Source: an optimization exercise on an open RTL-to-GDS flow (aim: small area). Production flows keep margins and buffers that such runs may drop.
In this exercise RTL edits were held to simulation tests only and were not proved equivalent to the original.
Power is estimated from default activity; no workload was simulated.

==> design/flow/design.v <==
module avg_line_sink #(
    parameter int PIXEL_WIDTH  = 8,
    parameter int IMAGE_WIDTH  = 128,
    parameter int IMAGE_HEIGHT = 4,
    parameter int SUM_WIDTH    = PIXEL_WIDTH + $clog2(IMAGE_WIDTH)
) (
    input  logic                              clk,
    input  logic                              arstn,
    input  logic [PIXEL_WIDTH-1:0]            din_data,
    input  logic                              din_valid,
    output logic [$clog2(IMAGE_WIDTH)-1:0]    col,
    output logic [$clog2(IMAGE_HEIGHT+1)-1:0] row,
    output logic                              line_done,
    output logic [SUM_WIDTH-1:0]              line_sum,
    output logic                              frame_done,
    output logic                              rd_avail,
    output logic                              rd_bank,
    input  logic                              rd_en,
    input  logic [$clog2(IMAGE_WIDTH)-1:0]    rd_addr,
    output logic [PIXEL_WIDTH-1:0]            rd_data,
    input  logic                              rd_release,
    output logic                              overflow
);
    localparam int CW = $clog2(IMAGE_WIDTH);
    localparam int RW = $clog2(IMAGE_HEIGHT + 1);
    localparam logic [CW-1:0] COL_LAST = CW'(IMAGE_WIDTH - 1);
    localparam logic [RW-1:0] ROW_LAST = RW'(IMAGE_HEIGHT - 1);
    localparam logic [CW:0]   ADDR_LIM = (CW + 1)'(IMAGE_WIDTH);
    typedef enum logic [1:0] {
        BANK_EMPTY   = 2'd0,
        BANK_FILLING = 2'd1,
        BANK_FULL    = 2'd2
    } bank_state_t;
    bank_state_t bank_st     [2];
    bank_state_t bank_st_nxt [2];
    logic [1:0]  bank_full;
    logic [PIXEL_WIDTH-1:0] mem [0:1][0:IMAGE_WIDTH-1];
    logic                 wbank;
    logic [SUM_WIDTH-1:0] acc;
    logic [SUM_WIDTH-1:0] pix_ext;
    logic                 accept;
    logic                 drop;
    logic                 last_col;
    logic                 commit;
    logic                 release_ok;
    assign pix_ext    = {{(SUM_WIDTH - PIXEL_WIDTH){1'b0}}, din_data};
    assign accept     = din_valid && !bank_full[wbank];
    assign drop       = din_valid &&  bank_full[wbank];
    assign last_col   = (col == COL_LAST);
    assign commit     = accept && last_col;
    assign release_ok = rd_release && rd_avail;
    always_ff @(posedge clk or negedge arstn) begin
        if (!arstn) begin
            bank_st[0] <= BANK_EMPTY;
            bank_st[1] <= BANK_EMPTY;
        end else begin
            bank_st[0] <= bank_st_nxt[0];
            bank_st[1] <= bank_st_nxt[1];
        end
    end
    always_comb begin
        for (int b = 0; b < 2; b++) begin
            bank_st_nxt[b] = bank_st[b];
            if (release_ok && (rd_bank == 1'(b))) begin
                bank_st_nxt[b] = BANK_EMPTY;
            end
            if (accept && (wbank == 1'(b))) begin
                bank_st_nxt[b] = last_col ? BANK_FULL : BANK_FILLING;
            end
        end
    end
    always_comb begin
        for (int b = 0; b < 2; b++) begin
            bank_full[b] = (bank_st[b] == BANK_FULL);
        end
    end
    assign rd_avail = |bank_full;
    always_ff @(posedge clk) begin
        if (accept) begin
            mem[wbank][col] <= din_data;
        end
    end
    always_ff @(posedge clk or negedge arstn) begin
        if (!arstn) begin
            col        <= '0;
            row        <= '0;
            acc        <= '0;
            line_done  <= 1'b0;
            frame_done <= 1'b0;
            line_sum   <= '0;
            wbank      <= 1'b0;
            rd_bank    <= 1'b0;
            rd_data    <= '0;
            overflow   <= 1'b0;
        end else begin
            line_done  <= commit;
            frame_done <= commit && (row == ROW_LAST);
            if (accept) begin
                if (last_col) begin
                    col      <= '0;
                    acc      <= '0;
                    line_sum <= acc + pix_ext;
                    wbank    <= ~wbank;
                    row      <= (row == ROW_LAST) ? '0 : row + RW'(1);
                end else begin
                    col <= col + CW'(1);
                    acc <= acc + pix_ext;
                end
            end
            if (drop) begin
                overflow <= 1'b1;
            end
            if (release_ok) begin
                rd_bank <= ~rd_bank;
            end
            if (rd_en) begin
                if ({1'b0, rd_addr} < ADDR_LIM) begin
                    rd_data <= mem[rd_bank][rd_addr];
                end else begin
                    rd_data <= '0;
                end
            end
        end
    end
endmodule
==> design/flow/run.sh <==
#!/bin/bash
# synth_recipe.tcl (not shown) runs the flow's synth.tcl, then flattens the netlist and writes it again
# the make line also repeats each setting of config.mk as NAME=value (left out here)
make -C /OpenROAD-flow-scripts/flow DESIGN_CONFIG=/design/flow/config.mk WORK_HOME=/design/flow/orfs CLKGATE_MAP_FILE= SYNTH_SCRIPT=/design/flow/synth_recipe.tcl finish
==> design/flow/config.mk <==
export PLATFORM = sky130hd
export DESIGN_NAME = avg_line_sink
export DESIGN_NICKNAME = avg_line_sink
export VERILOG_FILES = /design/flow/design.v
export SDC_FILE = /design/flow/constraint.sdc
export NUM_CORES = 4
export LEC_CHECK = 0
export CAP_MARGIN = 20
export CORE_MARGIN = 2
export CORE_UTILIZATION = 40
export SLEW_MARGIN = 20
==> design/flow/constraint.sdc <==
create_clock -name core_clock -period 4.0 [get_ports {clk}]
set_input_delay 0.8000 -clock core_clock [delete_from_list [all_inputs] [get_ports {clk}]]
set_output_delay 0.8000 -clock core_clock [all_outputs]
set_load 0.01 [all_outputs]
==> metrics.md, run 1 <==
| Metric | Value |
|---|---|
| Outcome | `no timing/DRC/antenna violations` |
| Max Cap Viol | `0` |
| Via count | `41,440` |
| Worst path max stage delay | `0.73 ns` |
| Critical Path Sink Type | `flop` |
| Number of global-route vias before repair | `41,480` |
| Fillers | `16,870` |
| Worst r2r dst | `rd_data[7]` |
| Drt total wl | `215,100 um` |
| Netlist Area Pre-Place | `0.08189 mm2` |
| Synth area leaders | `edfxtp_1 75%, mux4_2 13%, mux2i_1 2.4%, dfrtp_1 1.7%, nor2_1 1.4%` |
| Share of the clock period used by the worst path | `85.87%` |
| Number of synthesized flops with an enable pin | `2,048` |
| Largest net degree at the start of global routing | `207` |
| Seq/Total Area, Yosys | `76.84%` |
| Fmax | `291.1 MHz` |
| #FFs+latches synth | `2,105` |
| Nets | `4,470` |
| Worst Path Max Fanout | `17` |
| Hold path endpoint | `mem[98][2]` |
| Setup violators final | `0` |
| Slew Limit Fails | `0` |
| Die W | `456.5 um` |
| Die Span Y | `456.5 um` |
| Global-route wire length before repair | `307,500 um` |
| H-tree depth | `4` |
| Antenna viol nets, final | `0` |
| Slowest cell on the critical path | `a2111oi_0` |
| Clock Path Buffers | `3` |
| RePlAce Congestion | `0.8676` |
| Post-route cell area | `0.09591 mm2` |
| Maximum vdd ir drop | `497.3 uV` |
| R2R depth | `7` |
| Clk slew on worst S/H paths | `0.06 ns` |
| DR iter-0 viols | `5,024` |
| Hold depth | `1` |
| Pleak | `0.03106 uW` |
| Vias per cell | `5.666` |
| PD cells | `499.4 mW/mm2` |
| CP cell instances | `buf_8, buf_12, mux4_2, mux2i_1, nor2_1, a2111oi_0, buf_4, nor4_1, a41oi_1, buf_4, o2111ai_1` |
| Relative max-transition margin | `24.03%` |
| R2r setup slk | `0.81 ns` |
| Mapped Avg Cell Area | `20.93 um2` |
| Most area-hungry cell type in the Yosys netlist | `edfxtp_1` |
| Clock Skew | `0.04567 ns` |
| Gate count of the mapped netlist | `3,912` |
| IO Port Bufs | `57` |
| Register area | `0.06293 mm2` |
| Final Hold Fails | `0` |
| IO Pins | `58` |
| Reg2reg start | `mem[210][7]` |
| Startpoint types | `input pin` |
| Total gr overflow | `0` |
| Area growth syn-to-layout | `17.12%` |
| Row count | `166` |
| Post-detail-place hpwl | `138,500 um` |
| Drt first pass iters | `6` |
| Async set-reset flop share out of synthesis | `2.708%` |
| Top FF cell, synth | `edfxtp_1` |
| Footprint of the multi-input gates | `0.01783 mm2` |
| Initial antenna violation count | `6` |
| Hold WC Path Type | `in -> reg` |
| CTS sink count | `2,105` |
| Starting Density | `40.15%` |
| Post-synth top area share | `75.10%` |
| Most frequent CP cell | `buf_4` |
| Clock buffer count from CTS | `209` |
| Commonest non-fill, non-tap cells in the layout | `2,048 x edfxtp_1, 473 x mux4_2, 444 x buf_4` |
| # DRC | `0` |
| CTS Root Cell | `clkbuf_16` |
| Distinct cells, synth | `54` |
| Skew-Pair Late Insertion Delay | `0.85 ns` |
| CTS tree | `yes` |
| RSZ-0062 raised after global routing | `false` |
| Syn. warnings | `3` |
| Slew @ Worst Pin | `1.140 ns` |
| Hold path startpoint | `din_data[2]` |
| GRT Overall Usage | `20.51%` |
| Commonest non-fill, non-tap cell in the layout | `edfxtp_1` |
| Minimum clock period | `3.435 ns` |
| Routed WL per cell | `29.42 um` |
| Setup TNS | `0 ns` |
| Setup CP Type | `in -> reg` |
| Die area | `0.2084 mm2` |
| Placed Area | `0.08894 mm2` |
| CORE AREA | `0.2040 mm2` |
| PostCTS Resize Cnt | `0` |
| CP Data Required Time | `4.70 ns` |
| Setup repair bufs after CTS | `0` |
| Layout cells sized above 1 | `28.80%` |
| Arrival time worst endpoint | `4.14 ns` |
==> registers in the layout (all words and copies together) (netlist names) <==
register / count
rd_data: 8
mem: 2048
col: 7
acc: 15
bank_st: 4
line_sum: 15
overflow: 1
rd_bank: 1
frame_done: 1
line_done: 1
row: 3
wbank: 1
==> cell usage after synthesis (all sizes together), types with 7 or more instances <==
library cell / count
nand3: 37
buf: 128
xnor2: 11
a22oi: 9
clkbuf: 103
inv: 13
xor2: 7
nand2b: 15
a21oi: 60
a41oi: 8
nand2: 74
o32ai: 8
and2: 7
nor2b: 16
o221ai: 44
edfxtp: 2048
nor3: 19
ha: 13
nand4: 15
mux2: 37
dfrtp: 57
mux2i: 193
a22o: 25
a221oi: 15
o22ai: 49
a2111oi: 14
nor2: 301
o21ai: 52
o211ai: 13
mux4: 473
==> power by group <==
group	total, uW	switching (uW)	internal (uW)
Sequential	24600	179	24500
Clock	19700	8350	11400
Combinational	3530	2300	1240
Total	47900	10800	37100
==> per-stage QoR <==
| step | setup WS [ns] | util, % | total power, uW | instances | hold slack, ns |
|---|---|---|---|---|---|
| 2_1_floorplan | 1.189 | - | 26800 | 3912 | 0.4538 |
| 4_1_cts | 0.5630 | 47.00 | 48210 | 7309 | 0.2460 |
| 5_1_grt | 0.5228 | 47.02 | 49230 | 7311 | 0.2751 |
| 3_5_place_dp | -0.3181 | 43.61 | 28640 | 6911 | 0.4705 |
| 3_3_place_gp | -0.3155 | 43.61 | 28590 | 6911 | 0.4669 |
| 6_report | 0.5652 | 47.02 | 47890 | 7313 | 0.2903 |
==> layer usage <==
metal / wire, um / up-vias / global-route usage (%)
li1: - / 17320 / -
met1: 89680 / 22160 / 28.72
met2: 103900 / 1643 / 33.00
met3: 15170 / 312 / 3.464
met4: 6397 / 0 / 6.353
met5: 0 / - / 0
==> layout make-up <==
type,instances,share of cell area [%]
repair buffers,544,5.017
multi-input cells,1562,18.59
clock buffers,274,5.804
inverters,14,0.05479
well taps,2688,3.507
diodes,3,0.007827
flip-flops and latches,2105,65.61
clock inverters,123,1.410
==> worst max path at each step <==
stage                     startpoint          to  slack (ns)
after global routing      rd_addr[0]  rd_data[4]        0.52
after global placement    rd_addr[0]  rd_data[2]       -0.32
final                     rd_addr[0]  rd_data[2]        0.57
after CTS                 rd_addr[0]  rd_data[2]        0.56
after floorplan           rd_addr[0]  rd_data[2]        1.19
after detailed placement  rd_addr[0]  rd_data[2]       -0.32
==> what timing repair did <==
item / 4_1_cts / 5_1_grt
hold endpoints to repair: 18 / 0
setup endpoints to repair: 0 / 0
hold buffers: 1 / 0
==> cells by family (layout without fill, tap and decap cells) <==
group / Yosys count / after routing / synth area share [%]
AO/OA/AOI/OAI: 319 / 319 / 2.715
XOR/XNOR: 18 / 18 / 0.1925
adder cells (fa/ha/maj): 14 / 14 / 0.2231
buffers and inverters: 245 / 955 / 1.490
flip-flops: 2105 / 2105 / 76.84
multiplexers: 703 / 703 / 15.88
other: 0 / 3 / 0
AND/OR/NAND/NOR: 508 / 508 / 2.662
==> worst max-delay path, delay by kind of cell <==
kind            cells  cell delay [ns]
buf+inv             4             1.00
simple gates        2             0.15
compound gates      3             1.34
mux                 2             0.74
==> run 2: changes to the inputs <==
==> design/flow/design.v (replaced) <==
module avg_line_sink #(
    parameter int PIXEL_WIDTH  = 8,
    parameter int IMAGE_WIDTH  = 128,
    parameter int IMAGE_HEIGHT = 4,
    parameter int SUM_WIDTH    = PIXEL_WIDTH + $clog2(IMAGE_WIDTH)
) (
    input  logic                              clk,
    input  logic                              arstn,
    input  logic [PIXEL_WIDTH-1:0]            din_data,
    input  logic                              din_valid,
    output logic [$clog2(IMAGE_WIDTH)-1:0]    col,
    output logic [$clog2(IMAGE_HEIGHT+1)-1:0] row,
    output logic                              line_done,
    output logic [SUM_WIDTH-1:0]              line_sum,
    output logic                              frame_done,
    output logic                              rd_avail,
    output logic                              rd_bank,
    input  logic                              rd_en,
    input  logic [$clog2(IMAGE_WIDTH)-1:0]    rd_addr,
    output logic [PIXEL_WIDTH-1:0]            rd_data,
    input  logic                              rd_release,
    output logic                              overflow
);
    localparam int CW = $clog2(IMAGE_WIDTH);
    localparam int RW = $clog2(IMAGE_HEIGHT + 1);
    localparam int HW = $clog2(IMAGE_HEIGHT);
    localparam logic [CW-1:0] COL_LAST = CW'(IMAGE_WIDTH - 1);
    localparam logic [HW-1:0] ROW_LAST = HW'(IMAGE_HEIGHT - 1);
    logic [1:0]             bank_full;
    logic                   wbank;
    logic [HW-1:0]          row_q;
    logic [SUM_WIDTH-1:0]   acc;
    logic [SUM_WIDTH-1:0]   acc_base;
    logic                   accept;
    logic                   drop;
    logic                   last_col;
    logic                   commit;
    logic                   release_ok;
    logic                   load_r;
    logic [PIXEL_WIDTH-1:0] wline [0:IMAGE_WIDTH-2];
    logic [PIXEL_WIDTH-1:0] xpix;
    logic [PIXEL_WIDTH-1:0] rline [0:IMAGE_WIDTH-1];
    assign accept     = din_valid && !bank_full[wbank];
    assign drop       = din_valid &&  bank_full[wbank];
    assign last_col   = (col == COL_LAST);
    assign commit     = accept && last_col;
    assign rd_avail   = |bank_full;
    assign release_ok = rd_release && rd_avail;
    assign load_r     = (commit && (!rd_avail || release_ok)) ||
                        (release_ok && (&bank_full));
    assign row = RW'(row_q);
    always_ff @(posedge clk or negedge arstn) begin
        if (!arstn) begin
            bank_full <= 2'b00;
        end else begin
            for (int b = 0; b < 2; b++) begin
                if (release_ok && (rd_bank == 1'(b))) bank_full[b] <= 1'b0;
                if (commit && (wbank == 1'(b)))       bank_full[b] <= 1'b1;
            end
        end
    end
    always_ff @(posedge clk) begin
        if (accept && !last_col) begin
            wline[0] <= din_data;
            for (int k = 1; k < IMAGE_WIDTH - 1; k++) wline[k] <= wline[k-1];
        end
        if (commit) begin
            xpix <= din_data;
        end
        if (load_r) begin
            rline[0] <= commit ? din_data : xpix;
            for (int k = 1; k < IMAGE_WIDTH; k++) rline[k] <= wline[k-1];
        end
    end
    assign acc_base = (col == '0) ? '0 : acc;
    always_ff @(posedge clk) begin
        if (accept) begin
            acc <= acc_base + SUM_WIDTH'(din_data);
        end
    end
    always_ff @(posedge clk or negedge arstn) begin
        if (!arstn) begin
            col        <= '0;
            row_q      <= '0;
            line_done  <= 1'b0;
            frame_done <= 1'b0;
            line_sum   <= '0;
            wbank      <= 1'b0;
            rd_bank    <= 1'b0;
            rd_data    <= '0;
            overflow   <= 1'b0;
        end else begin
            line_done  <= commit;
            frame_done <= commit && (row_q == ROW_LAST);
            if (accept) begin
                col <= col + CW'(1);
            end
            if (commit) begin
                line_sum <= acc_base + SUM_WIDTH'(din_data);
                wbank    <= ~wbank;
                row_q    <= row_q + HW'(1);
            end
            if (drop) begin
                overflow <= 1'b1;
            end
            if (release_ok) begin
                rd_bank <= ~rd_bank;
            end
            if (rd_en) begin
                rd_data <= rline[COL_LAST - rd_addr];
            end
        end
    end
endmodule
==> run 2 against run 1 <==
  * Fmax is 3.0% lower
  * Design area decreased by 13%
  * Worst hold slack gained 0.12 ns
  * Die area down 12%
  * Clock power decreased by 4%
  * Sequential share of layout area rose by 9.5 points
  * Combinational power decreased by 45%
  * Core utilization decreased by 0.057 points
  * Critical endpoint is now acc[13]
  * Worst setup slack got worse by 0.11 ns
  * Still clean on timing, DRC and antenna
  * Register-to-register slack worse by 0.35 ns
==> metrics.md, run 2 <==
| Metric | Value |
|---|---|
| Hold path endpoint | `rline[127][5]` |
| Setup CP Type | `reg -> reg` |
| Net switching power | `9702 uW (-10%)` |
| Critical Path Sink Type | `flop` |
| CP Data Required Time | `4.60 ns (-0.10 ns)` |
| Starting Density | `40.25% (+0.10 points)` |
| Most common cell in the netlist | `edfxtp_1` |
| Drt first pass iters | `6 (unchanged)` |
| CP cell instances | `nor4_1, nand3b_1, buf_4, and2_1, ha_1, inv_1, o21a_1, o21ai_0, or4b_2, xor2_1, nor2_1` |
| Max FFs per register | `1,024 (-50%)` |
| Top cells by instance count after synthesis | `2,055 x edfxtp_1, 220 x a22oi_1, 147 x nand3_1, 95 x nand2_1, 82 x o22ai_1` |
| Slew @ Worst Pin | `1.247 ns (+0.1077 ns)` |
| Clock Path Buffers | `3 (unchanged)` |
| H-tree depth | `4 (unchanged)` |
| Number of synthesized flops with an enable pin | `2,055 (+0.34%)` |
| Slew Limit Fails | `0 (unchanged)` |
| Distinct cells, synth | `78 (+44%)` |
| Initial antenna violation count | `10 (+4)` |
| Row count | `155 (-6.6%)` |
| Seq/Total Area, Yosys | `87.60% (+11 points)` |
| Mapped Avg Cell Area | `20.78 um2 (-0.72%)` |
| Most area-hungry cell type in the Yosys netlist | `edfxtp_1` |
| Clock buffer count from CTS | `196 (-6.2%)` |
| Largest Register | `rline` |
| Register area | `0.06285 mm2 (-0.13%)` |
| Layout cells sized above 1 | `15.12% (-14 points)` |
| Commonest non-fill, non-tap cells in the layout | `2,055 x edfxtp_1, 220 x a22oi_1, 198 x clkbuf_16` |
| Final setup margin | `0.4580 ns (-0.1072 ns)` |
| Pleak | `0.02301 uW (-26%)` |
| Syn. warnings | `3 (unchanged)` |
| Worst Path Max Fanout | `9 (-8)` |
| Arrival time worst endpoint | `4.14 ns (about the same)` |
| Maximum vdd ir drop | `395.3 uV (-20%)` |
| Worst path max stage delay | `0.64 ns (-0.09 ns)` |
| Hold WC Path Type | `reg -> reg` |
| DR iter-0 viols | `6,697 (+33%)` |
| Hold depth | `0 (-1)` |
| Via count | `37,430 (-9.7%)` |
| Die Span Y | `427.5 um (-6.3%)` |
| CTS sink count | `2,102 (-0.14%)` |
| Top sig layer | `met5` |
| Top delay family on crit path | `simple AND/OR/NAND/NOR gates` |
| CORE AREA | `0.1782 mm2 (-13%)` |
| Met3 wire length | `22,460 um (+48%)` |
| Final Hold Fails | `0 (unchanged)` |
| Pre-CTS setup slack | `0.08627 ns (+0.4044 ns)` |
| Die area | `0.1828 mm2 (-12%)` |
| Minimum clock period | `3.542 ns (+0.1072 ns)` |
| Top FF cell, synth | `edfxtp_1` |
| R2R depth | `11 (+4)` |
| Fillers | `14,550 (-14%)` |
| Clk slew on worst S/H paths | `0.06 ns (about the same)` |
| Share of the clock period used by the worst path | `88.55% (+2.7 points)` |
| Sequential share of power | `54.2% (+2.8 points)` |
| Skew-Pair Late Insertion Delay | `0.86 ns (about the same)` |
| Vias per cell | `5.930 (+4.7%)` |
| Post-synth top area share | `86.02% (+11 points)` |
| Slowest cell on the critical path | `or4b_2` |
| Outcome | `no timing/DRC/antenna violations` |
| Footprint of the multi-input gates | `0.008164 mm2 (-54%)` |
| Number of global-route vias before repair | `36,060 (-13%)` |
| Setup TNS | `0 ns (unchanged)` |
| Setup violators final | `0 (unchanged)` |
| Reg2reg start | `col[2]` |
| CTS Root Cell | `clkbuf_16` |
| IO Port Bufs | `56 (-1.8%)` |
| Area growth syn-to-layout | `16.68%` |
| Post-detail-place hpwl | `125,800 um (-9.2%)` |
| CTS tree | `yes` |
| Hold path startpoint | `wline[126][5]` |
| Global-route wire length before repair | `274,200 um (-11%)` |
| # DRC | `0 (unchanged)` |
| Nets | `3,815 (-15%)` |
| Gate count of the mapped netlist | `3,452 (-12%)` |
| Internal power | `35,930 uW (-3.1%)` |
| Die W | `427.5 um (-6.3%)` |
| #FFs+latches synth | `2,102 (-0.14%)` |
| Clk pwr share | `41.6% (+0.4 points)` |
| PD cells | `545.2 mW/mm2 (+9.2%)` |
| Synth area leaders | `edfxtp_1 86%, a22oi_1 2.3%, dfrtp_1 1.4%, nand3_1 1.0%, a32oi_1 0.81%` |
| Async set-reset flop share out of synthesis | `1.855% (-0.85 points)` |
| Buf+Inv Stages, Crit Path | `2 (-2)` |
| Max Cap Viol | `0 (unchanged)` |
| Startpoint types | `flop` |
| Met2 routed WL | `86,630 um (-17%)` |
| Power share of the combinational group | `4.2% (-3.2 points)` |
| Routed met1 length | `79,950 um (-11%)` |
| Total gr overflow | `0 (unchanged)` |
| GRT Overall Usage | `21.34% (+0.83 points)` |
| Setup repair bufs after CTS | `0 (unchanged)` |
| Fmax | `282.3 MHz (-3.0%)` |
| IO Pins | `58 (unchanged)` |
| RSZ-0062 raised after global routing | `false` |
| Top flop regs | `rline (1024), wline (1016)` |
| Switching Share | `21.26% (-1.3 points)` |
| Clock Skew | `0.03405 ns (-0.01162 ns)` |
| Drt total wl | `197,500 um (-8.2%)` |
| RePlAce Congestion | `0.9210 (+6.2%)` |
| R2r setup slk | `0.46 ns (-0.35 ns)` |
| Worst r2r dst | `acc[13]` |
| Antenna viol nets, final | `0 (unchanged)` |
| Routed WL per cell | `31.29 um (+6.4%)` |
| Relative max-transition margin | `16.54% (-7.5 points)` |
| Commonest non-fill, non-tap cell in the layout | `edfxtp_1` |
| Largest net degree at the start of global routing | `113 (-45%)` |
| Netlist Area Pre-Place | `0.07174 mm2 (-12%)` |
[run 2: changes by cell type after synthesis, sizes merged, moves of 46 or more]
cell,previous run,this run
clkbuf,103,57
a22oi,9,220
a32oi,0,66
nand3,37,148
nor2,301,65
mux4,473,0
mux2i,193,5
a222oi,0,47
[run 2: kinds of logic (layout without fill, tap and decap cells)]
logic type	after synthesis	in the layout	share of synthesized area [%]
DFF	2102	2102	87.60
AOI/OAI and AO/OA	623	623	6.589
and+or+nand+nor	495	495	3.844
buffers and inverters	185	687	1.305
xor gates and xnor gates	26	26	0.3174
adders and majority gates	12	12	0.2198
muxes	8	8	0.1169
other	1	5	0.005227
[run 2: worst max-delay path by stage]
stage | end | startpoint | slack (ns) | depth (start not counted)
finish | acc[13] | col[2] | 0.46 | 11
global route | acc[13] | col[2] | 0.09 | 11
CTS | line_sum[10] | col[2] | 0.35 | 12
detailed placement | rd_data[0] | rd_addr[0] | 0.09 | 10
global placement | rd_data[0] | rd_addr[0] | 0.17 | 10
floorplan | rline[0][0] | din_valid | -14.67 | 7
[run 2: timing repair]
| action | CTS | global route |
|---|---|---|
| hold endpoints to repair | 0 | 14 |
| hold buffers | 0 | 1 |
| resized for setup | 0 | 1 |
| setup endpoints to repair | 0 | 2 |
[run 2: final cells by class]
class / count / share of cell area [%]
inverter: 12 / 0.06876
multi-input combinational: 1165 / 9.753
clock buffer: 238 / 6.099
sequential: 2102 / 75.08
clock inverter: 131 / 1.732
antenna: 4 / 0.01196
tap: 2355 / 3.520
timing repair buffer: 306 / 3.734
[run 2: power groups by stage]
| stage | combinational, uW | clock [uW] | sequential, uW |
|---|---|---|---|
| 6_report | 1930 | 19000 | 24700 |
| 5_1_grt | 2070 | 20100 | 24800 |
| 4_1_cts | 1920 | 19200 | 24700 |
| 3_5_place_dp | 1910 | 0 | 25200 |
| 3_3_place_gp | 1890 | 0 | 25200 |
| 2_1_floorplan | 1060 | 0 | 25400 |
[run 2: stage by stage]
| stage | instance area (um2) | hold slack (ns) | utilization [%] | std cells | power (uW) |
|---|---|---|---|---|---|
| final | 83710 | 0.4128 | 46.97 | 6313 | 45630 |
| after global routing | 83700 | 0.4203 | 46.96 | 6311 | 46940 |
| after CTS | 83680 | 0.1580 | 46.95 | 6308 | 45880 |
| after detailed placement | 77130 | 0.4083 | 43.27 | 5939 | 27100 |
| after global placement | 77130 | 0.4017 | 43.27 | 5939 | 27070 |
| after floorplan | 71840 | 0.4003 | - | 3452 | 26430 |
[run 2: routing by layer]
metal / up-vias / track usage, %
met4: 6 / 9.047
met5: - / 0
li1: 15010 / -
met1: 19410 / 31.00
met3: 456 / 4.979
met2: 2553 / 30.90
==> run 3: changes to the inputs <==
--- a/design/flow/design.v
+++ b/design/flow/design.v
@@ -72,6 +72,28 @@
             for (int k = 1; k < IMAGE_WIDTH; k++) rline[k] <= wline[k-1];
         end
     end
+    localparam int NGRP = (IMAGE_WIDTH + 2) / 3;
+    logic [3*NGRP-1:0]      rd_sel;
+    logic [PIXEL_WIDTH-1:0] rd_word;
+    always_comb begin
+        rd_sel = '0;
+        for (int k = 0; k < IMAGE_WIDTH; k++) rd_sel[k] = (rd_addr == CW'(COL_LAST - k));
+    end
+    for (genvar b = 0; b < PIXEL_WIDTH; b++) begin : g_rd_bit
+        logic [NGRP-1:0] grp_n;
+        for (genvar j = 0; j < NGRP; j++) begin : g_grp
+            logic [2:0] d;
+            for (genvar i = 0; i < 3; i++) begin : g_in
+                if (3 * j + i < IMAGE_WIDTH) begin : g_pix
+                    assign d[i] = rline[3 * j + i][b];
+                end else begin : g_pad
+                    assign d[i] = 1'b0;
+                end
+            end
+            avg_line_sink_aoi3 u_aoi (.s(rd_sel[3 * j +: 3]), .d(d), .y(grp_n[j]));
+        end
+        assign rd_word[b] = ~&grp_n;
+    end
     assign acc_base = (col == '0) ? '0 : acc;
     always_ff @(posedge clk) begin
         if (accept) begin
@@ -107,8 +129,15 @@
                 rd_bank <= ~rd_bank;
             end
             if (rd_en) begin
-                rd_data <= rline[COL_LAST - rd_addr];
+                rd_data <= rd_word;
             end
         end
     end
 endmodule
+module avg_line_sink_aoi3 (
+    input  logic [2:0] s,
+    input  logic [2:0] d,
+    output logic       y
+);
+    assign y = ~((s[0] & d[0]) | (s[1] & d[1]) | (s[2] & d[2]));
+endmodule
--- a/design/flow/config.mk
+++ b/design/flow/config.mk
@@ -9,3 +9,5 @@
 export CORE_MARGIN = 2
 export CORE_UTILIZATION = 40
 export SLEW_MARGIN = 20
+export SYNTH_HIERARCHICAL = 1
+export SYNTH_MINIMUM_KEEP_SIZE = 0
==> run 3 against run 2 <==
  * Largest power group unchanged
  * Core utilization grew 0.13 points
  * Synthesized cell count shrank 16%
  * Still clean
  * Combinational power is 27% lower
  * Via count down 16%
==> metrics.md, run 3 <==
| Metric | Value |
|---|---|
| Max FFs per register | `1,024 (unchanged)` |
| Commonest non-fill, non-tap cell in the layout | `edfxtp_1` |
| Slew Limit Fails | `0 (unchanged)` |
| Initial antenna violation count | `6 (-4)` |
| CTS tree | `yes` |
| Critical Path Sink Type | `flop` |
| RePlAce Congestion | `0.8364 (-9.2%)` |
| Relative max-transition margin | `26.67% (+10 points)` |
| Distinct cells, synth | `47 (-40%)` |
| Clock buffer count from CTS | `199 (+1.5%)` |
| Slew @ Worst Pin | `1.096 ns (-0.1514 ns)` |
| Synth area leaders | `edfxtp_1 90%, a222oi_1 5.0%, dfrtp_1 1.4%, nand4_1 0.83%, nor2_1 0.82%` |
| DR iter-0 viols | `4,999 (-25%)` |
| Post-detail-place hpwl | `95,980 um (-24%)` |
| IO Port Bufs | `56 (unchanged)` |
| Setup violators final | `0 (unchanged)` |
| Mapped Avg Cell Area | `23.75 um2 (+14%)` |
| H-tree depth | `4 (unchanged)` |
| PD cells | `549.4 mW/mm2 (+0.78%)` |
| Area growth syn-to-layout | `17.09%` |
| Largest Register | `rline` |
| Max Cap Viol | `0 (unchanged)` |
| Maximum vdd ir drop | `485.1 uV (+23%)` |
| Nets | `3,383 (-11%)` |
| GRT Overall Usage | `16.29% (-5.1 points)` |
| Clk pwr share | `41.1% (-0.5 points)` |
| Drt first pass iters | `9 (+3)` |
| Sequential share of power | `55.7% (+1.5 points)` |
| Reg2reg start | `col[0]` |
| Internal power | `35,340 uW (-1.7%)` |
| Netlist Area Pre-Place | `0.06892 mm2 (-3.9%)` |
| PostCTS Resize Cnt | `0 (unchanged)` |
| Outcome | `no timing/DRC/antenna violations` |
| Final Hold Fails | `0 (unchanged)` |
| Syn. warnings | `9 (+6)` |
| Via count | `31,490 (-16%)` |
| CTS Root Cell | `clkbuf_16` |
| Worst Path Max Fanout | `8 (-1)` |
| Largest net degree at the start of global routing | `126 (+12%)` |
| Clock Path Buffers | `3 (unchanged)` |
| Die Span Y | `419.1 um (-2.0%)` |
| CORE AREA | `0.1714 mm2 (-3.9%)` |
| Seq/Total Area, Yosys | `91.19% (+3.6 points)` |
| Routed WL per cell | `24.79 um (-21%)` |
| Arrival time worst endpoint | `4.46 ns (+0.32 ns)` |
| Die area | `0.1756 mm2 (-3.9%)` |
| Minimum clock period | `3.802 ns (+0.2605 ns)` |
| Hold Worst Slack | `0.4145 ns (+0.001728 ns)` |
| Register area | `0.06285 mm2 (unchanged)` |
| CP Data Required Time | `4.66 ns (+0.06 ns)` |
| Final core utilization | `47.09% (+0.13 points)` |
| Hold_buf cts | `1 (+1)` |
| Fmax | `263.0 MHz (-6.9%)` |
| # DRC | `0 (unchanged)` |
| Number of synthesized flops with an enable pin | `2,055 (unchanged)` |
| Startpoint types | `input pin` |
| Top flop regs | `rline (1024), wline (1016)` |
| Net switching power | `9001 uW (-7.2%)` |
| Switching Share | `20.30% (-0.96 points)` |
| Antenna viol nets, final | `0 (unchanged)` |
| Clk slew on worst S/H paths | `0.06 ns (about the same)` |
| R2R depth | `13 (+2)` |
| Async set-reset flop share out of synthesis | `1.855% (unchanged)` |
| R2r setup slk | `0.81 ns (+0.35 ns)` |
| Vias per cell | `5.415 (-8.7%)` |
| Gate count of the mapped netlist | `2,902 (-16%)` |
| Layout cells sized above 1 | `14.78% (-0.35 points)` |
| Power share of the combinational group | `3.2% (-1.0 points)` |
| Fillers | `13,880 (-4.6%)` |
| Commonest non-fill, non-tap cells in the layout | `2,055 x edfxtp_1, 344 x a222oi_1, 201 x clkbuf_16` |
| Setup CP Type | `in -> reg` |
| Die W | `419.1 um (-2.0%)` |
| Worst r2r dst | `line_sum[14]` |
| IO Pins | `58 (unchanged)` |
| Clock Skew | `0.05028 ns (+0.01624 ns)` |
| Top FF cell, synth | `edfxtp_1` |
| Most area-hungry cell type in the Yosys netlist | `edfxtp_1` |
| Post-synth top area share | `89.54% (+3.5 points)` |
| Share of the clock period used by the worst path | `95.06% (+6.5 points)` |
| Total gr overflow | `0 (unchanged)` |
| Footprint of the multi-input gates | `0.006070 mm2 (-26%)` |
| Critical path destination | `rd_data[3]` |
| Hold WC Path Type | `reg -> reg` |
| Number of global-route vias before repair | `31,130 (-14%)` |
| Drt total wl | `144,200 um (-27%)` |
| Global-route wire length before repair | `210,500 um (-23%)` |
| #FFs+latches synth | `2,102 (unchanged)` |
| Top cells by instance count after synthesis | `2,055 x edfxtp_1, 344 x a222oi_1, 150 x nor2_1, 91 x nand4_1, 39 x dfrtp_1` |
| Skew-Pair Late Insertion Delay | `0.83 ns (-0.03 ns)` |
| RSZ-0062 raised after global routing | `false` |
| Starting Density | `40.22% (about the same)` |
| CTS sink count | `2,102 (unchanged)` |
| Pleak | `0.02208 uW (-4.1%)` |
| Row count | `152 (-1.9%)` |
| Tot Pwr | `44,340 uW (-2.8%)` |
| Most common cell in the netlist | `edfxtp_1` |
| Setup repair bufs after CTS | `0 (unchanged)` |
| CP Launch Point | `rd_addr[1]` |
==> run 3: cell types whose count changed after synthesis, sizes merged, moves of 48 or more <==
cell,before,now
nand2,95,23
a32oi,66,0
nor2,65,150
a222oi,47,344
a22oi,220,0
buf,116,5
nand3,148,16
nand4,43,91
o22ai,82,1
==> run 3: area by class of cell <==
| cell class | count | area share, % |
|---|---|---|
| antenna | 1 | 0.003101 |
| clock buffer | 250 | 6.560 |
| clock inverter | 105 | 1.298 |
| inverter | 6 | 0.02791 |
| multi-input combinational | 788 | 7.522 |
| sequential | 2102 | 77.88 |
| tap | 2310 | 3.582 |
| timing repair buffer | 254 | 3.126 |
==> run 3: power by group through the flow <==
| stage | Clock, uW | Combinational [uW] | Sequential (uW) |
|---|---|---|---|
| final | 18200 | 1410 | 24700 |
| after global routing | 19500 | 1530 | 24700 |
| after CTS | 18600 | 1420 | 24700 |
| after detailed placement | 0 | 1410 | 25200 |
| after global placement | 0 | 1390 | 25100 |
| after floorplan | 0 | 770 | 25400 |
==> run 3: per-module statistics from Yosys, one instance, submodules excluded <==
| module | cell area, um2 | copies in the design | flip-flops and latches | cells |
|---|---|---|---|---|
| avg_line_sink_aoi3 | 10.01 | 344 | 0 | 1 |
| avg_line_sink | 65470 | 1 | 2102 | 2558 |
==> run 3: routing by layer <==
layer	global-route usage (%)	up-vias	share of wire (%)
li1	-	13590	-
met1	23.18	16430	42
met2	25.32	1263	47
met3	3.527	212	8.2
met4	4.767	0	2.2
met5	0	-	0
==> run 3: through the flow <==
| step | TNS, ns | cells | cell area (um2) | worst slack (ns) |
|---|---|---|---|---|
| after floorplan | - | 2918 | 69030 | -15.02 |
| after global placement | -5.015 | 5459 | 74310 | -0.8459 |
| after detailed placement | -3.444 | 5459 | 74340 | -0.7744 |
| after CTS | 0 | 5815 | 80690 | 0.1477 |
| after global routing | 0 | 5816 | 80690 | 0.2435 |
| final | 0 | 5816 | 80690 | 0.1975 |
==> run 3: worst min path at each step <==
stage,from,end,slack [ns],cells past startpoint
finish,wline[96][2],wline[97][2],0.41,0
detailed placement,wline[126][2],rline[127][2],0.40,0
floorplan,wline[126][0],rline[127][0],0.40,0
global route,wline[126][2],rline[127][2],0.42,0
global placement,wline[126][1],rline[127][1],0.40,0
CTS,wline[96][2],wline[97][2],0.41,0
==> run 3: kinds of logic (layout without fill, tap and decap cells) <==
| family | after synthesis | count (layout) | synth area share (%) |
|---|---|---|---|
| compound gates | 378 | 378 | 5.310 |
| xor+xnor | 21 | 21 | 0.2669 |
| fa+ha+maj | 12 | 12 | 0.2288 |
| buf+inv | 28 | 615 | 0.1961 |
| flops | 2102 | 2102 | 91.19 |
| mux | 23 | 23 | 0.3740 |
| other cells | 1 | 18 | 0.005441 |
| simple gates | 337 | 337 | 2.429 |
==> run 3: critical path, cell delays in order <==
cell	delay, ns
clkdlybuf4s50_1	0.61
nor2b_1	0.28
nand2_1	0.36
buf_4	0.23
nor2_1	0.19
a222oi_1	0.57
nand4_1	0.37
nor4_1	0.86
a31oi_1	0.17
==> run 4: changes to the inputs <==
==> design/flow/flow/run.sh (new file) <==
#!/bin/bash
# Own flow: the standard layout (standard.sh), with a clock tree whose
# root and trunk use clkbuf_16 and whose leaves use small clkbuf_4 clusters,
# without dummy loads. make's full output goes to standard.log here; ORFS
# keeps each step's log under orfs/logs/.
set -euo pipefail
CTS_ARGS="-sink_clustering_enable -repair_clock_nets -dont_use_dummy_load"
CTS_ARGS+=" -buf_list sky130_fd_sc_hd__clkbuf_4"
CTS_ARGS+=" -root_buf sky130_fd_sc_hd__clkbuf_16 -tree_buf sky130_fd_sc_hd__clkbuf_16"
CTS_ARGS+=" -sink_clustering_size 10 -sink_clustering_max_diameter 30"
bash standard.sh "CTS_ARGS=$CTS_ARGS" finish > standard.log 2>&1
==> design/flow/standard.sh (new file) <==
#!/bin/bash
# synth_recipe.tcl (not shown) runs the flow's synth.tcl, then flattens the netlist and writes it again
# the make line also repeats each setting of config.mk as NAME=value (left out here)
make -C /OpenROAD-flow-scripts/flow DESIGN_CONFIG=/design/flow/config.mk WORK_HOME=/design/flow/orfs CLKGATE_MAP_FILE= SYNTH_SCRIPT=/design/flow/synth_recipe.tcl "${@:-finish}"
removed: design/flow/run.sh
==> run 4 against run 3 <==
  * Die area unchanged
  * Synthesized cell count unchanged
  * Core utilization down 1.5 points
  * Worst setup slack better by 0.023 ns
  * Register-to-register slack better by 0.02 ns
  * Largest cell class unchanged
==> metrics.md, run 4 <==
| Metric | Value |
|---|---|
| Inst Count DP | `5,459 (unchanged)` |
| DR iter-0 viols | `4,970 (-0.58%)` |
| PD cells | `499.2 mW/mm2 (-9.2%)` |
| Largest net degree at the start of global routing | `126 (unchanged)` |
| Hold Worst Slack | `0.3548 ns (-0.05976 ns)` |
| Netlist Area Pre-Place | `0.06892 mm2 (unchanged)` |
| H-tree depth | `5 (+1)` |
| Die W | `419.1 um (unchanged)` |
| Placed Area | `0.07434 mm2 (unchanged)` |
| R2r setup slk | `0.83 ns (+0.02 ns)` |
| Worst Path Max Fanout | `8 (unchanged)` |
| Number of global-route vias before repair | `32,400 (+4.1%)` |
| Setup violators final | `0 (unchanged)` |
| Maximum vdd ir drop | `480.1 uV (-1.0%)` |
| Layout cells sized above 1 | `17.40% (+2.6 points)` |
| Vias per cell | `5.505 (+1.7%)` |
| Post-route cell area | `0.07806 mm2 (-3.3%)` |
| Post-synth top area share | `89.54% (unchanged)` |
| Post-detail-place hpwl | `95,980 um (unchanged)` |
| CP Data Required Time | `4.69 ns (+0.03 ns)` |
| Outcome | `no timing/DRC/antenna violations` |
| Drt total wl | `145,000 um (+0.54%)` |
| Syn. warnings | `9 (unchanged)` |
| Mapped Avg Cell Area | `23.75 um2 (unchanged)` |
| Via count | `32,160 (+2.1%)` |
| Clock Path Buffers | `4 (+1)` |
| Commonest non-fill, non-tap cell in the layout | `edfxtp_1` |
| Largest Register | `rline` |
| CP Launch Point | `rd_addr[1]` |
| Fmax | `264.6 MHz (+0.61%)` |
| Drt first pass iters | `8 (-1)` |
| Total gr overflow | `0 (unchanged)` |
| IO Pins | `58 (unchanged)` |
| # DRC | `0 (unchanged)` |
| Most area-hungry cell type in the Yosys netlist | `edfxtp_1` |
| #FFs+latches synth | `2,102 (unchanged)` |
| Clock Skew | `0.09273 ns (+0.04244 ns)` |
| Slew Limit Fails | `0 (unchanged)` |
| Hold path startpoint | `wline[9][2]` |
| Clock buffer count from CTS | `379 (+90%)` |
| Seq/Total Area, Yosys | `91.19% (unchanged)` |
| Slew @ Worst Pin | `1.116 ns (+0.02032 ns)` |
| Commonest non-fill, non-tap cells in the layout | `2,055 x edfxtp_1, 344 x a222oi_1, 330 x clkbuf_4` |
| Die area | `0.1756 mm2 (unchanged)` |
| Setup CP Type | `in -> reg` |
| Max Cap Viol | `0 (unchanged)` |
| Initial antenna violation count | `8 (+2)` |
| CTS sink count | `2,102 (unchanged)` |
| Skew-Pair Late Insertion Delay | `0.90 ns (+0.07 ns)` |
| Global-route wire length before repair | `212,000 um (+0.70%)` |
| Synth area leaders | `edfxtp_1 90%, a222oi_1 5.0%, dfrtp_1 1.4%, nand4_1 0.83%, nor2_1 0.82%` |
| Relative max-transition margin | `25.31% (-1.4 points)` |
| Most common cell in the netlist | `edfxtp_1` |
| Final Non-Filler Cells | `5,843 (+0.46%)` |
| Routed WL per cell | `24.81 um (about the same)` |
| Reg2reg start | `col[0]` |
| Area growth syn-to-layout | `13.27%` |
| Antenna viol nets, final | `0 (unchanged)` |
| Gate count of the mapped netlist | `2,902 (unchanged)` |
| RePlAce Congestion | `0.8364 (unchanged)` |
| CORE AREA | `0.1714 mm2 (unchanged)` |
| Startpoint types | `input pin` |
| Final Hold Fails | `0 (unchanged)` |
| Number of synthesized flops with an enable pin | `2,055 (unchanged)` |
| Async set-reset flop share out of synthesis | `1.855% (unchanged)` |
| Starting Density | `40.22% (unchanged)` |
| CTS tree | `yes` |
| Nets | `3,563 (+5.3%)` |
| Max FFs per register | `1,024 (unchanged)` |
| Arrival time worst endpoint | `4.47 ns (about the same)` |
| Die Span Y | `419.1 um (unchanged)` |
| Share of the clock period used by the worst path | `94.49% (-0.58 points)` |
| Pleak | `0.02110 uW (-4.4%)` |
| IO Port Bufs | `56 (unchanged)` |
| CTS Root Cell | `clkbuf_16` |
| RSZ-0062 raised after global routing | `false` |
| Distinct cells, synth | `47 (unchanged)` |
| Top FF cell, synth | `edfxtp_1` |
| Clk slew on worst S/H paths | `0.09 ns (+0.03 ns)` |
| Critical Path Sink Type | `flop` |
| Top flop regs | `rline (1024), wline (1016)` |
| Setup TNS | `0 ns (unchanged)` |
| Tot Pwr | `38,970 uW (-12%)` |
| Hold WC Path Type | `reg -> reg` |
| GRT Overall Usage | `16.39% (+0.10 points)` |
| Row count | `152 (unchanged)` |
| Minimum clock period | `3.779 ns (-0.02306 ns)` |
| Top cells by instance count after synthesis | `2,055 x edfxtp_1, 344 x a222oi_1, 150 x nor2_1, 91 x nand4_1, 39 x dfrtp_1` |
[run 4: cell counts after synthesis]
No cell type changed its count.
[run 4: kinds of logic (layout without fill, tap and decap cells)]
| logic type | after synthesis | after routing | share of synthesized area [%] |
|---|---|---|---|
| buf+inv | 28 | 639 | 0.1961 |
| mux | 23 | 23 | 0.3740 |
| compound gates | 378 | 378 | 5.310 |
| xor+xnor | 21 | 21 | 0.2669 |
| flops | 2102 | 2102 | 91.19 |
| other cells | 1 | 21 | 0.005441 |
| fa+ha+maj | 12 | 12 | 0.2288 |
| simple gates | 337 | 337 | 2.429 |
[run 4: critical path, cell delays in order]
cell	delay, ns
clkdlybuf4s50_1	0.62
nor2b_1	0.28
nand2_1	0.38
buf_4	0.23
nor2_1	0.18
a222oi_1	0.58
nand4_1	0.37
nor4_1	0.83
a31oi_1	0.17
[run 4: path summary, 6_finish.rpt]
path,cells after the start,to
worst min register to register,0,rline[10][2]
worst max-delay path,9,rd_data[3]
max in group asynchronous,2,col[2]
min in group asynchronous,2,rd_data[4]
worst max register to register,13,line_sum[14]
worst min-delay path,0,rline[10][2]
[run 4: timing repair]
action / 4_1_cts / 5_1_grt
endpoints found under the setup margin: 0 / 0
hold endpoints to repair: 39 / 0
setup buffers: 0 / 0
hold buffers: 1 / 0
gates resized for setup: 0 / 0
[run 4: cell type report]
cell class	instances	area [um2]
repair buffers	254	2522
diodes	4	10.01
clock buffers	379	3704
flip-flops and latches	2102	62850
well taps	2310	2890
fillers	14240	93290
inverters	6	22.52
multi-input cells	788	6070
[run 4: metal layers]
metal	GRT usage, %	vias up	wire length (um)
met5	0	-	0
met4	5.996	0	3838
met3	3.987	266	12650
met2	25.05	1446	67690
met1	22.91	16540	60770
li1	-	13910	-
[run 4: power breakdown]
part / total [uW] / leakage [uW] / switching [uW] / internal, uW
Sequential: 24700 / 0.0158 / 241 / 24400
Clock: 12900 / 0.00212 / 6920 / 5970
Combinational: 1410 / 0.00314 / 878 / 528
Total: 39000 / 0.0211 / 8040 / 30900
[run 4: Yosys stat by module (local to each module, per instance)]
module / cells inside / times used / area, um2 / flip-flops and latches
avg_line_sink: 2558 / 1 / 65470 / 2102
avg_line_sink_aoi3: 1 / 344 / 10.01 / 0
[run 4: per-stage QoR]
step / setup WS, ns / utilization [%]
floorplan: -15.02 / -
global route: 0.2566 / 45.55
finish: 0.2206 / 45.56
global placement: -0.8459 / 43.36
detailed placement: -0.7744 / 43.38
CTS: 0.1798 / 45.55
==> run 5: changes to the inputs <==
--- a/design/flow/flow/run.sh
+++ b/design/flow/flow/run.sh
@@ -7,5 +7,5 @@
 CTS_ARGS="-sink_clustering_enable -repair_clock_nets -dont_use_dummy_load"
 CTS_ARGS+=" -buf_list sky130_fd_sc_hd__clkbuf_4"
 CTS_ARGS+=" -root_buf sky130_fd_sc_hd__clkbuf_16 -tree_buf sky130_fd_sc_hd__clkbuf_16"
-CTS_ARGS+=" -sink_clustering_size 10 -sink_clustering_max_diameter 30"
+CTS_ARGS+=" -sink_clustering_size 10 -sink_clustering_max_diameter 40"
 bash standard.sh "CTS_ARGS=$CTS_ARGS" finish > standard.log 2>&1
--- a/design/flow/config.mk
+++ b/design/flow/config.mk
@@ -8,6 +8,7 @@
 export CAP_MARGIN = 20
 export CORE_MARGIN = 2
 export CORE_UTILIZATION = 40
+export SETUP_SLACK_MARGIN = 0.2
 export SLEW_MARGIN = 20
 export SYNTH_HIERARCHICAL = 1
 export SYNTH_MINIMUM_KEEP_SIZE = 0
==> run 5 against run 4 <==
  * Still clean on timing, DRC and antenna
  * Clock skew shrank 0.0015 ns
  * Sequential cell count unchanged
  * Synthesized area stayed put
  * Worst hold slack better by 0.012 ns
  * Critical path type unchanged
  * Largest cell class unchanged
==> metrics.md, run 5 <==
| Metric | Value |
|---|---|
| Post-detail-place hpwl | `95,980 um (unchanged)` |
| Number of global-route vias before repair | `31,700 (-2.1%)` |
| #FFs+latches synth | `2,102 (unchanged)` |
| Initial antenna violation count | `6 (-2)` |
| Distinct cells, synth | `47 (unchanged)` |
| Seq/Total Area, Yosys | `91.19% (unchanged)` |
| Vias per cell | `5.530 (+0.45%)` |
| Post-route cell area | `0.07740 mm2 (-0.85%)` |
| Register area | `0.06285 mm2 (unchanged)` |
| IO Port Bufs | `56 (unchanged)` |
| Clk slew on worst S/H paths | `0.10 ns (about the same)` |
| Final Non-Filler Cells | `5,752 (-1.6%)` |
| Worst Path Max Fanout | `8 (unchanged)` |
| Startpoint types | `input pin` |
| Global-route wire length before repair | `211,200 um (-0.34%)` |
| Antenna viol nets, final | `0 (unchanged)` |
| Die W | `419.1 um (unchanged)` |
| Max FFs per register | `1,024 (unchanged)` |
| H-tree depth | `5 (unchanged)` |
| Area growth syn-to-layout | `12.31%` |
| Fmax | `281.5 MHz (+6.4%)` |
| Starting Density | `40.22% (unchanged)` |
| Most common cell in the netlist | `edfxtp_1` |
| Setup violators final | `0 (unchanged)` |
| Netlist Area Pre-Place | `0.06892 mm2 (unchanged)` |
| Top FF cell, synth | `edfxtp_1` |
| Commonest non-fill, non-tap cell in the layout | `edfxtp_1` |
| Drt first pass iters | `10 (+2)` |
| Clock Path Buffers | `4 (unchanged)` |
| Inst Count DP | `5,459 (unchanged)` |
| Drt total wl | `144,600 um (-0.22%)` |
| CORE AREA | `0.1714 mm2 (unchanged)` |
| Top cells by instance count after synthesis | `2,055 x edfxtp_1, 344 x a222oi_1, 150 x nor2_1, 91 x nand4_1, 39 x dfrtp_1` |
| Top flop regs | `rline (1024), wline (1016)` |
| Slew Limit Fails | `0 (unchanged)` |
| Placed Area | `0.07434 mm2 (unchanged)` |
| Arrival time worst endpoint | `4.26 ns (-0.21 ns)` |
| Fillers | `14,250 (+0.084%)` |
| Number of synthesized flops with an enable pin | `2,055 (unchanged)` |
| Layout cells sized above 1 | `15.29% (-2.1 points)` |
| Hold Worst Slack | `0.3671 ns (+0.01236 ns)` |
| Maximum vdd ir drop | `518.9 uV (+8.1%)` |
| Commonest non-fill, non-tap cells in the layout | `2,055 x edfxtp_1, 344 x a222oi_1, 241 x clkbuf_4` |
| Slew @ Worst Pin | `1.113 ns (-0.002860 ns)` |
| IO Pins | `58 (unchanged)` |
| DR iter-0 viols | `4,931 (-0.78%)` |
| CTS tree | `yes` |
| Row count | `152 (unchanged)` |
| Hold WC Path Type | `reg -> reg` |
| Minimum clock period | `3.552 ns (-0.2276 ns)` |
| CP Data Required Time | `4.71 ns (+0.02 ns)` |
| Outcome | `no timing/DRC/antenna violations` |
| Clock buffer count from CTS | `290 (-23%)` |
| CTS sink count | `2,102 (unchanged)` |
| Post-synth top area share | `89.54% (unchanged)` |
| Syn. warnings | `9 (unchanged)` |
| Skew-Pair Late Insertion Delay | `0.88 ns (-0.02 ns)` |
| Largest net degree at the start of global routing | `126 (unchanged)` |
| Footprint of the multi-input gates | `0.006076 mm2 (+0.10%)` |
| Critical Path Sink Type | `flop` |
| Most area-hungry cell type in the Yosys netlist | `edfxtp_1` |
| Routed WL per cell | `25.15 um (+1.4%)` |
| Via count | `31,810 (-1.1%)` |
| RSZ-0062 raised after global routing | `false` |
| Share of the clock period used by the worst path | `88.80% (-5.7 points)` |
| Setup CP Type | `in -> reg` |
| Pleak | `0.02070 uW (-1.9%)` |
| GRT Overall Usage | `16.37% (-0.027 points)` |
| Synth area leaders | `edfxtp_1 90%, a222oi_1 5.0%, dfrtp_1 1.4%, nand4_1 0.83%, nor2_1 0.82%` |
| Mapped Avg Cell Area | `23.75 um2 (unchanged)` |
| Clock Skew | `0.09122 ns (-0.001507 ns)` |
| Die Span Y | `419.1 um (unchanged)` |
| # DRC | `0 (unchanged)` |
| Die area | `0.1756 mm2 (unchanged)` |
| CTS Root Cell | `clkbuf_16` |
| PD cells | `487.4 mW/mm2 (-2.4%)` |
| Relative max-transition margin | `25.50% (+0.19 points)` |
| Gate count of the mapped netlist | `2,902 (unchanged)` |
| Max Cap Viol | `0 (unchanged)` |
| Largest Register | `rline` |
| Total gr overflow | `0 (unchanged)` |
| RePlAce Congestion | `0.8364 (unchanged)` |
| Nets | `3,474 (-2.5%)` |
| Async set-reset flop share out of synthesis | `1.855% (unchanged)` |
| Final Hold Fails | `0 (unchanged)` |
[run 5: modules after synthesis (local to each module, per instance)]
module              cell area [um2]  cells inside  copies in the design
avg_line_sink                 65470          2558                     1
avg_line_sink_aoi3            10.01             1                   344
[run 5: routing by layer]
metal  up-vias  track usage [%]  share of wire (%)
li1      13710                -                  -
met1     16410            23.02                 42
met2      1402            24.97                 46
met3       283            3.943                8.4
met4         0            5.782                2.8
met5         -                0                  0
[run 5: worst max-delay path, stage by stage]
cell and delay [ns]:
clkdlybuf4s50_1 0.61, nor2b_1 0.27, nand2_1 0.42, buf_4 0.21
nor2_1 0.17, a222oi_1 0.57, nand4_1 0.21, nor3_1 0.64
buf_4 0.26, a31oi_1 0.08
[run 5: repair_timing]
action,4_1_cts,5_1_grt
hold endpoints to repair,39,0
hold buffers,1,0
buffers inserted,0,0
gates resized for setup,1,0
endpoints found under the setup margin,1,0
[run 5: path summary, 6_finish.rpt]
path | startpoint | endpoint | slack, ns | cells past startpoint
worst max-delay path | rd_addr[0] | rd_data[2] | 0.45 | 10
worst min-delay path | wline[91][0] | wline[92][0] | 0.37 | 0
worst max register to register | col[0] | line_sum[14] | 0.85 | 13
worst min register to register | wline[91][0] | wline[92][0] | 0.37 | 0
max in group asynchronous | arstn | wbank | 2.98 | 2
min in group asynchronous | arstn | line_sum[5] | 0.52 | 2
[run 5: stage by stage]
| step | setup TNS, ns | worst slack (ns) | total power (uW) | util [%] |
|---|---|---|---|---|
| detailed placement | -3.444 | -0.7744 | 26570 | 43.38 |
| CTS | 0 | 0.3995 | 38220 | 45.17 |
| finish | 0 | 0.4482 | 37720 | 45.17 |
| floorplan | - | -15.02 | 26140 | - |
| global placement | -5.015 | -0.8459 | 26540 | 43.36 |
| global route | 0 | 0.3639 | 39220 | 45.17 |
[run 5: power by group]
| part | switching [uW] | internal [uW] |
|---|---|---|
| clock | 6700 | 4960 |
| combinational | 878 | 529 |
| sequential | 240 | 24400 |
[run 5: kinds of logic (layout without fill, tap and decap cells)]
logic type,after synthesis,after routing,share of synthesized area [%]
fa+ha+maj,12,12,0.2288
other cells,1,19,0.005441
mux,23,23,0.3740
flops,2102,2102,91.19
xor+xnor,21,21,0.2669
simple gates,337,337,2.429
buf+inv,28,550,0.1961
compound gates,378,378,5.310
[run 5: area by class of cell]
class	instances	area share, %
inverters	6	0.02910
flip-flops and latches	2102	81.20
clock buffers	290	3.922
multi-input cells	788	7.850
diodes	2	0.006466
well taps	2310	3.734
repair buffers	254	3.259
==> run 6: changes to the inputs <==
==> design/flow/flow/run.sh (replaced) <==
#!/bin/bash
# Own flow: the standard layout (standard.sh), with a clock tree whose
# root and trunk use clkbuf_16 and whose leaves drive small clusters through
# clkbuf_8, without dummy loads. make's full output goes to standard.log here;
# ORFS keeps each step's log under orfs/logs/.
set -euo pipefail
CTS_ARGS="-sink_clustering_enable -repair_clock_nets -dont_use_dummy_load"
CTS_ARGS+=" -buf_list sky130_fd_sc_hd__clkbuf_8"
CTS_ARGS+=" -root_buf sky130_fd_sc_hd__clkbuf_16 -tree_buf sky130_fd_sc_hd__clkbuf_16"
CTS_ARGS+=" -sink_clustering_size 16 -sink_clustering_max_diameter 50"
bash standard.sh "CTS_ARGS=$CTS_ARGS" finish > standard.log 2>&1
==> run 6 against run 5 <==
  * Clock power down 11%
  * Critical path type unchanged
  * Register-to-register slack worse by 0.11 ns
  * Synthesized cell count unchanged
  * Clock-buffer cell count down 122
  * Largest cell class unchanged
  * Power down 3.3%
==> metrics.md, run 6 <==
| Metric | Value |
|---|---|
| Async set-reset flop share out of synthesis | `1.855% (unchanged)` |
| Outcome | `no timing/DRC/antenna violations` |
| Fillers | `14,250 (unchanged)` |
| Max Cap Viol | `0 (unchanged)` |
| Clock Path Buffers | `3 (-1)` |
| Post-detail-place hpwl | `95,980 um (unchanged)` |
| Number of global-route vias before repair | `30,620 (-3.4%)` |
| Internal power | `29,090 uW (-2.7%)` |
| Die area | `0.1756 mm2 (unchanged)` |
| Synth area leaders | `edfxtp_1 90%, a222oi_1 5.0%, dfrtp_1 1.4%, nand4_1 0.83%, nor2_1 0.82%` |
| Slew @ Worst Pin | `1.110 ns (-0.002929 ns)` |
| Netlist Area Pre-Place | `0.06892 mm2 (unchanged)` |
| Arrival time worst endpoint | `4.26 ns (about the same)` |
| Final Hold Fails | `0 (unchanged)` |
| Clk slew on worst S/H paths | `0.08 ns (-0.02 ns)` |
| Vias per cell | `5.507 (-0.40%)` |
| Hold_buf cts | `0 (-1)` |
| CP Data Required Time | `4.60 ns (-0.11 ns)` |
| Slew Limit Fails | `0 (unchanged)` |
| Layout cells sized above 1 | `12.18% (-3.1 points)` |
| Worst Path Max Fanout | `8 (unchanged)` |
| Switching Share | `20.27% (-0.44 points)` |
| Clock buffer count from CTS | `168 (-42%)` |
| Commonest non-fill, non-tap cells in the layout | `2,055 x edfxtp_1, 344 x a222oi_1, 160 x buf_4` |
| Maximum vdd ir drop | `473.9 uV (-8.7%)` |
| DR iter-0 viols | `5,170 (+4.8%)` |
| Gate count of the mapped netlist | `2,902 (unchanged)` |
| Sequential share of power | `67.6% (+2.2 points)` |
| Setup CP Type | `in -> reg` |
| Antenna viol nets, final | `0 (unchanged)` |
| IO Pins | `58 (unchanged)` |
| Number of synthesized flops with an enable pin | `2,055 (unchanged)` |
| CTS Root Cell | `clkbuf_16` |
| Max FFs per register | `1,024 (unchanged)` |
| RSZ-0062 raised after global routing | `false` |
| Fmax | `273.0 MHz (-3.0%)` |
| Die Span Y | `419.1 um (unchanged)` |
| Post-synth top area share | `89.54% (unchanged)` |
| Relative max-transition margin | `25.70% (+0.20 points)` |
| Clock Skew | `0.08382 ns (-0.007395 ns)` |
| Pleak | `0.02027 uW (-2.0%)` |
| Tot Pwr | `36,490 uW (-3.3%)` |
| Die W | `419.1 um (unchanged)` |
| Nets | `3,351 (-3.5%)` |
| Area growth syn-to-layout | `11.52%` |
| Syn. warnings | `9 (unchanged)` |
| Hold WC Path Type | `in -> async` |
| Top flop regs | `rline (1024), wline (1016)` |
| #FFs+latches synth | `2,102 (unchanged)` |
| Setup violators final | `0 (unchanged)` |
| Share of the clock period used by the worst path | `91.59% (+2.8 points)` |
| Drt total wl | `142,700 um (-1.4%)` |
| Most area-hungry cell type in the Yosys netlist | `edfxtp_1` |
| CTS sink count | `2,102 (unchanged)` |
| Row count | `152 (unchanged)` |
| RePlAce Congestion | `0.8364 (unchanged)` |
| Total gr overflow | `0 (unchanged)` |
| IO Port Bufs | `56 (unchanged)` |
| Clk pwr share | `28.6% (-2.3 points)` |
| Top cells by instance count after synthesis | `2,055 x edfxtp_1, 344 x a222oi_1, 150 x nor2_1, 91 x nand4_1, 39 x dfrtp_1` |
| Routed WL per cell | `25.35 um (+0.81%)` |
| Power share of the combinational group | `3.9% (+0.2 points)` |
| Hold Worst Slack | `0.06845 ns (-0.2987 ns)` |
| Global-route wire length before repair | `207,400 um (-1.8%)` |
| Mapped Avg Cell Area | `23.75 um2 (unchanged)` |
| Largest net degree at the start of global routing | `126 (unchanged)` |
| Distinct cells, synth | `47 (unchanged)` |
| Largest Register | `rline` |
| Critical Path Sink Type | `flop` |
| GRT Overall Usage | `16.08% (-0.29 points)` |
| Net switching power | `7398 uW (-5.3%)` |
| Starting Density | `40.22% (unchanged)` |
| H-tree depth | `4 (-1)` |
| Drt first pass iters | `7 (-3)` |
| CTS tree | `yes` |
| Seq/Total Area, Yosys | `91.19% (unchanged)` |
| Minimum clock period | `3.664 ns (+0.1117 ns)` |
| Skew-Pair Late Insertion Delay | `0.78 ns (-0.10 ns)` |
| Most common cell in the netlist | `edfxtp_1` |
| Top FF cell, synth | `edfxtp_1` |
| Initial antenna violation count | `6 (unchanged)` |
| PD cells | `474.8 mW/mm2 (-2.6%)` |
| Commonest non-fill, non-tap cell in the layout | `edfxtp_1` |
| Startpoint types | `input pin` |
| # DRC | `0 (unchanged)` |
| Via count | `31,000 (-2.5%)` |
| CORE AREA | `0.1714 mm2 (unchanged)` |
-- run 6: changes by cell type in the layout (fill, tap and decap cells not counted) --
| cell | before | now |
|---|---|---|
| clkbuf_16 | 49 | 17 |
| clkbuf_4 | 241 | 0 |
| clkbuf_8 | 0 | 151 |
| diode_2 | 2 | 1 |
| dlygate4sd3_1 | 1 | 0 |
-- run 6: metrics by stage --
step                      setup slack (ns)  setup TNS [ns]  utilization, %  instances  cell area (um2)
after global placement             -0.8459          -5.015           43.36       5459            74310
after detailed placement           -0.7744          -3.444           43.38       5459            74340
after global routing                0.2497               0           44.85       5628            76850
final                               0.3364               0           44.85       5628            76850
after floorplan                     -15.02               -               -       2918            69030
after CTS                           0.2838               0           44.85       5627            76850
-- run 6: layout make-up --
class	instances	area [um2]	share of cell area (%)
flip-flops and latches	2102	62850	81.77
multi-input cells	788	6076	7.906
well taps	2310	2890	3.761
repair buffers	253	2512	3.269
clock buffers	168	2504	3.258
inverters	6	22.52	0.02930
diodes	1	2.502	0.003256
-- run 6: Yosys stat by module, one instance, submodules excluded --
module	times used	cell area, um2
avg_line_sink	1	65470
avg_line_sink_aoi3	344	10.01
-- run 6: cell families (layout without fill, tap and decap cells) --
family	after synthesis	count (layout)	share of synthesized area (%)
flops	2102	2102	91.19
fa+ha+maj	12	12	0.2288
buf+inv	28	427	0.1961
other cells	1	18	0.005441
simple gates	337	337	2.429
xor+xnor	21	21	0.2669
mux	23	23	0.3740
compound gates	378	378	5.310
-- run 6: what timing repair did --
action                                  4_1_cts  5_1_grt
setup buffers                                 0        0
resized for setup                             1        0
endpoints found under the setup margin        1        0
-- run 6: power by group through the flow --
stage | clock (uW) | sequential, uW | combinational, uW
2_1_floorplan | 0 | 25400 | 770
3_3_place_gp | 0 | 25100 | 1390
3_5_place_dp | 0 | 25200 | 1410
4_1_cts | 10800 | 24700 | 1420
5_1_grt | 11600 | 24700 | 1530
6_report | 10400 | 24700 | 1410
-- run 6: critical path: stages --
cell	delay (ns)
clkdlybuf4s50_1	0.61
nor2b_1	0.28
nand2_1	0.41
buf_4	0.21
nor2_1	0.17
a222oi_1	0.58
nand4_1	0.20
nor3_1	0.63
buf_4	0.26
a31oi_1	0.09
-- run 6: layer usage --
metal  track usage, %  up-vias  wire length, um
li1                 -    13320                -
met1            22.93    16220            60950
met2            24.90     1233            66480
met3            3.276      222            11380
met4            5.128        0             3863
met5                0        -                0
-- run 6: final timing paths --
check	endpoint	from	slack, ns	cells after the start
worst max-delay path	rd_data[2]	rd_addr[0]	0.34	10
worst min-delay path	line_sum[13]	arstn	0.07	1
worst max register to register	line_sum[14]	col[0]	0.74	13
worst min register to register	wline[97][2]	wline[96][2]	0.40	0
max in group asynchronous	col[2]	arstn	3.41	1
min in group core_clock	wline[97][2]	wline[96][2]	0.40	0

==> separate check: timing with driven ports <==
The results above use ideal ports. As a check the final layouts listed here were re-extracted and re-timed, cells and wires unchanged.
Step 1, drivers: a clkbuf_16 drives clk and a buf_2 each remaining input, both assumed.
Step 2 also shifts input and output timing later by t, the mid clock arrival at the registers, as if the neighbouring blocks saw the same clock.
a / b / c = ideal ports / drivers / drivers and shift; a / b = the first two.
run	shift t [ns]	slack for setup (ns)	worst setup path after step 2	cell pins on the clock port's net
run 1	0.913	0.565 / 0.595 / -0.318	input to register	1
run 2	0.909	0.458 / 0.458 / -0.016	input to register	1
run 3	0.885	0.198 / 0.251 / -0.634	input to register	1
run 4	0.931	0.221 / 0.273 / -0.658	input to register	1
run 5	0.908	0.448 / 0.503 / -0.405	input to register	1
run 6	0.820	0.336 / 0.392 / -0.428	input to register	1
With both steps, setup timing fails in every run listed, where it was met with ideal ports. For run 1, which loses most, drivers alone change the setup slack by +0.030 ns; drivers and shift together by -0.883 ns.
